What follows belongs to an exercise in optimizing a design on an open flow for small area; a production flow would make more cautious choices. Only simulation tests tie the RTL to the original design; equivalence was not proved. No activity file was given, so power comes from the tool's default toggle rates.

==> flow/config.mk <==
export PLATFORM = sky130hd
export DESIGN_NAME = dm_banked_rw
export DESIGN_NICKNAME = dm_banked_rw
export VERILOG_FILES = /design/flow/design.v
export SDC_FILE = /design/flow/constraint.sdc
export NUM_CORES = 4
export LEC_CHECK = 0
export CAP_MARGIN = 20
export CELL_PAD_IN_SITES_DETAIL_PLACEMENT = 2
export CELL_PAD_IN_SITES_GLOBAL_PLACEMENT = 4
export CORE_MARGIN = 2
export CORE_UTILIZATION = 30
export PLACE_DENSITY = 0.35
export SLEW_MARGIN = 20
export SYNTH_MEMORY_MAX_BITS = 8192
==> flow/constraint.sdc <==
create_clock -name core_clock -period 10.0 [get_ports {clk}]
set_input_delay 2.0000 -clock core_clock [delete_from_list [all_inputs] [get_ports {clk}]]
set_output_delay 2.0000 -clock core_clock [all_outputs]
set_load 0.01 [all_outputs]
==> flow/design.v <==
module dm_banked_rw #(
    parameter int DEPTH  = 128,
    parameter int ADDR_W = 7,
    parameter int LAT    = 1
) (
    input  logic              clk,
    input  logic              rst,
    input  logic              i_req,
    input  logic              i_we,
    input  logic [1:0]        i_size,
    input  logic              i_unsign,
    input  logic [ADDR_W-1:0] i_addr,
    input  logic [31:0]       i_wdata,
    output logic              o_busy,
    output logic              o_done,
    output logic              o_fault,
    output logic [31:0]       o_rdata
);
    localparam int AW1 = ADDR_W + 1;
    localparam logic [ADDR_W:0] DEPTH_L = AW1'(DEPTH);
    typedef enum logic [1:0] {
        IDLE,
        WAIT,
        RESP
    } state_t;
    state_t            r_state;
    logic [3:0]        r_cnt;
    logic              r_we;
    logic [1:0]        r_size;
    logic              r_unsign;
    logic [ADDR_W-1:0] r_addr;
    logic [31:0]       r_wdata;
    logic              r_busy;
    logic              r_done;
    logic              r_fault;
    logic [31:0]       r_rdata;
    logic [7:0]        r_mem [DEPTH];
    logic [2:0]        w_bytes;
    logic [ADDR_W:0]   w_end;
    logic              w_fault;
    logic              w_doAccess;
    logic [7:0]        w_b0;
    logic [7:0]        w_b1;
    logic [7:0]        w_b2;
    logic [7:0]        w_b3;
    logic [31:0]       w_load;
    always_comb begin
        w_bytes = 3'd0;
        case (r_size)
            2'b00:   w_bytes = 3'd1;
            2'b01:   w_bytes = 3'd2;
            2'b10:   w_bytes = 3'd4;
            default: w_bytes = 3'd0;
        endcase
        w_end   = {1'b0, r_addr} + AW1'(w_bytes);
        w_fault = (r_size == 2'b11)
                | ((r_size == 2'b01) && r_addr[0])
                | ((r_size == 2'b10) && (r_addr[1:0] != 2'b00))
                | (w_end > DEPTH_L);
    end
    assign w_doAccess = (r_state == WAIT) && (r_cnt == 4'd0);
    assign w_b0 = r_mem[r_addr];
    assign w_b1 = r_mem[r_addr + ADDR_W'(1)];
    assign w_b2 = r_mem[r_addr + ADDR_W'(2)];
    assign w_b3 = r_mem[r_addr + ADDR_W'(3)];
    always_comb begin
        w_load = {w_b3, w_b2, w_b1, w_b0};
        case (r_size)
            2'b00: w_load = r_unsign ? {24'd0, w_b0} : {{24{w_b0[7]}}, w_b0};
            2'b01: w_load = r_unsign ? {16'd0, w_b1, w_b0}
                                     : {{16{w_b1[7]}}, w_b1, w_b0};
            default: w_load = {w_b3, w_b2, w_b1, w_b0};
        endcase
    end
    always_ff @(posedge clk) begin
        if (w_doAccess && r_we && !w_fault) begin
            case (r_size)
                2'b00: begin
                    r_mem[r_addr] <= r_wdata[7:0];
                end
                2'b01: begin
                    r_mem[r_addr]              <= r_wdata[7:0];
                    r_mem[r_addr + ADDR_W'(1)] <= r_wdata[15:8];
                end
                default: begin
                    r_mem[r_addr]              <= r_wdata[7:0];
                    r_mem[r_addr + ADDR_W'(1)] <= r_wdata[15:8];
                    r_mem[r_addr + ADDR_W'(2)] <= r_wdata[23:16];
                    r_mem[r_addr + ADDR_W'(3)] <= r_wdata[31:24];
                end
            endcase
        end
    end
    always_ff @(posedge clk or posedge rst) begin
        if (rst) begin
            r_state  <= IDLE;
            r_cnt    <= 4'd0;
            r_we     <= 1'b0;
            r_size   <= 2'b00;
            r_unsign <= 1'b0;
            r_addr   <= '0;
            r_wdata  <= 32'd0;
            r_busy   <= 1'b0;
            r_done   <= 1'b0;
            r_fault  <= 1'b0;
            r_rdata  <= 32'd0;
        end else begin
            r_done <= 1'b0;
            case (r_state)
                IDLE: begin
                    if (i_req) begin
                        r_we     <= i_we;
                        r_size   <= i_size;
                        r_unsign <= i_unsign;
                        r_addr   <= i_addr;
                        r_wdata  <= i_wdata;
                        r_cnt    <= 4'(LAT);
                        r_busy   <= 1'b1;
                        r_state  <= WAIT;
                    end
                end
                WAIT: begin
                    if (r_cnt != 4'd0) begin
                        r_cnt <= r_cnt - 4'd1;
                    end else begin
                        r_done  <= 1'b1;
                        r_fault <= w_fault;
                        if (w_fault) begin
                            r_rdata <= 32'd0;
                        end else if (!r_we) begin
                            r_rdata <= w_load;
                        end
                        r_state <= RESP;
                    end
                end
                RESP: begin
                    r_busy  <= 1'b0;
                    r_state <= IDLE;
                end
                default: begin
                    r_busy  <= 1'b0;
                    r_state <= IDLE;
                end
            endcase
        end
    end
    assign o_busy  = r_busy;
    assign o_done  = r_done;
    assign o_fault = r_fault;
    assign o_rdata = r_rdata;
endmodule
==> flow/run.sh <==
#!/bin/bash
# synth_recipe.tcl (not shown) runs the flow's synth.tcl, then flattens the netlist and writes it again
# the make line also repeats each setting of config.mk as NAME=value (left out here)
make -C /OpenROAD-flow-scripts/flow DESIGN_CONFIG=/design/flow/config.mk WORK_HOME=/design/flow/orfs CLKGATE_MAP_FILE= SYNTH_SCRIPT=/design/flow/synth_recipe.tcl finish
==> run summary <==
outcome finished clean; power density cells 419 nW/um^2; first-pass GRT wire length 1040000 um; Die Wd 597 um; number of distinct library cells after synthesis 93; Async S/R FF share, synth 0.0758; CTS Buf Count 166; most common cell after layout, fill and taps aside nand2_1; # DRC 0; syn avg cell area 10.4 um^2; area delta synth->final 10.5%; #FFs+latches synth 1108; clock sink total 1108; wirelength, routed 801000 um; hold buffers post-CTS 0; crit path kind reg -> reg; root buf cell clkbuf_16; Hold Fails Final Rpt 0; DP Wirelength 546000 um; Synth warnings 1; setup TNS 0 ns; fin crit share 0.671; NumNets Final 9761; Power Total 48800 uW; min Tclk post-route 6.71 ns; vias per inst 7.26; post-route cell area 116000 um^2; slowest cell on the critical path nand4_1; Post-synth EDFFs 1024; number of global-route vias before repair 99400; Setup crit start kind register; worst-margin pin slew 1.36 ns; Post-Place Worst Slack 3.34 ns; top post-synthesis cells by area edfxtp_1 29%, mux4_2 23%, mux2_2 8.4%, mux2i_1 6.8%, nand2_1 5.5%; Clock transition at path regs 0.06 ns; Slew headroom 0.0845; initial core utilization 0.302; Iteration-0 DRC Markers 16600; VDD IR max 0.000366 V; hold crit path type reg -> reg; cell taking the most area after synthesis edfxtp_1; vias 105000; gpl congestion 1.01; DP Area 111000 um^2; Post-synth top flop edfxtp_1; std cell rows 217; Synth Cell Area 105000 um^2; Mapped Cells 10100; syn_nets 10200; Clock Path Buffers 4; GRT overflow 0; DRT antenna net count 0; most frequent cells in the layout 1533 x nand2_1, 1076 x mux4_2, 1024 x edfxtp_1; total core area 349000 um^2; critical-path maximum fanout 25; die area 356000 um^2; Worst-Skew Late Latency 0.94 ns; Crit. End Element register; final setup margin 3.29 ns; drt first pass iters 5; crit-path cells or2_2, inv_1, ha_1, fa_1, xnor2_1, a21o_1, o2111a_2, nand4_1, buf_4, nor2_1, nor2b_1, a211oi_1, o21ai_0; setup violators final 0; Max Cap Viol 0; Max Slew Vio Count 0; maximum number of pins on one net before global-route repair 134; Setup Buffers After CTS 0; Lkg Pwr 0.0351 uW; fmax 149 MHz; H-tree levels 4; worst path arrival time 7.37 ns; IO Pins 81; ratio of cells with drive above 1 in the final layout 0.287; Port Buffers 80; antenna violations before repair 136; share of the synthesized area in the top cell type 0.292; worst path required time 10.66 ns; All-Layer GR Usage 0.438; register area share after synthesis 0.312; Worst path max stage delay 0.89 ns; Setup Skew 0.0489 ns; die height 597 um; post_cts resized 0; RSZ-0062 raised after global routing no; routed len/inst 55.2 um; CTS tree yes
## path summary, 6_finish.rpt
| path | startpoint | endpoint | slack, ns | cells past startpoint |
|---|---|---|---|---|
| max | r_size[1] | r_mem[65][1] | 3.29 | 13 |
| min | r_busy | r_busy | 0.49 | 1 |
| max reg2reg | r_size[1] | r_mem[65][1] | 3.29 | 13 |
| min reg2reg | r_busy | r_busy | 0.49 | 1 |
| max in group asynchronous | rst | r_addr[2] | 7.07 | 3 |
| min in group asynchronous | rst | r_cnt[3] | 1.51 | 2 |
## registers in the layout, indices dropped and copies added, names as in the netlist
name / count
r_busy: 1
r_cnt: 4
r_state: 2
r_wdata: 32
r_addr: 7
r_unsign: 1
r_mem: 1024
r_we: 1
r_fault: 1
r_rdata: 32
r_done: 1
r_size: 2
## where the power goes
group | internal, uW | switching [uW]
logic | 10700 | 24600
clock network | 3430 | 2730
registers | 5900 | 1510
total | 20000 | 28800
## through the flow
step	hold WS (ns)	cells	utilization
after floorplan	0.462	10100	-
after global placement	0.485	14100	0.317
after detailed placement	0.495	14100	0.318
after CTS	0.509	14400	0.333
after global routing	0.540	14400	0.333
final	0.495	14500	0.333
## critical path: cells and delay by family (launching register included)
kind	cells	cell delay, ns
buffers and inverters	2	0.88
AO/OA/AOI/OAI	4	1.49
AND/OR/NAND/NOR	4	2.36
flip-flops	1	0.77
XOR/XNOR	1	0.19
adder cells (fa/ha/maj)	2	0.68
## routing by layer
layer / track usage / vias up / share of wire
li1: - / 38300 / -
met1: 0.576 / 57500 / 0.40
met2: 0.640 / 7665 / 0.43
met3: 0.113 / 1872 / 0.10
met4: 0.274 / 34 / 0.071
met5: 0 / - / 0.00031
## area by class of cell
type                            instances  area, um^2
Antenna cell                           89         223
Inverter                               16        70.1
Timing Repair Buffer                  453        3900
Clock inverter                         96         915
Sequential cell                      1108       33000
Clock buffer                          194        4320
Fill cell                           37200      233000
Tap cell                             4599        5750
Multi-Input combinational cell       7958       68300
## Yosys cell counts (35+ instances only)
master / count
mux2i_1: 716
buf_1: 85
mux2_2: 789
nor2b_1: 282
edfxtp_1: 1024
mux4_2: 1076
a211oi_1: 283
nor2_2: 107
nor3_1: 79
buf_2: 157
dfrtp_1: 84
a32oi_1: 35
a21oi_1: 48
clkbuf_1: 671
buf_4: 98
o21ai_1: 321
or4_1: 84
o22ai_1: 247
nand2_1: 1555
nor2_1: 761
nand3_1: 162
o21ai_0: 1011
## kinds of logic after synthesis
logic type | after synthesis | synth area share
xor+xnor | 24 | 0.00267
simple gates | 3205 | 0.138
compound gates | 2136 | 0.118
buf+inv | 1062 | 0.0458
flops | 1108 | 0.312
fa+ha+maj | 12 | 0.00150
mux | 2581 | 0.382

port drivers added, routing unchanged:
Ports are ideal in the flow. The routed layout listed here was re-timed in OpenROAD.
Step 1: set_driving_cell puts a clkbuf_16 on clk and a buf_2 on each other input, an assumption about the parent block.
Step 2 times the ports against the registers' clock, not the clock port: input delays grow and output delays shrink by t, the midpoint of the rising clock arrivals with the driver on.
a / b / c = no drivers / after step 1 / after step 2; a / b = the first two.
shift t [ns]: 1.025
setup slack, ns: 3.288 / 3.288 / 3.288
worst hold slack (ns): 0.495 / 0.495 / 0.495
After both steps this run still meets setup and hold. For this run, drivers alone change the setup slack by 0.000 ns; drivers and shift together by 0.000 ns.
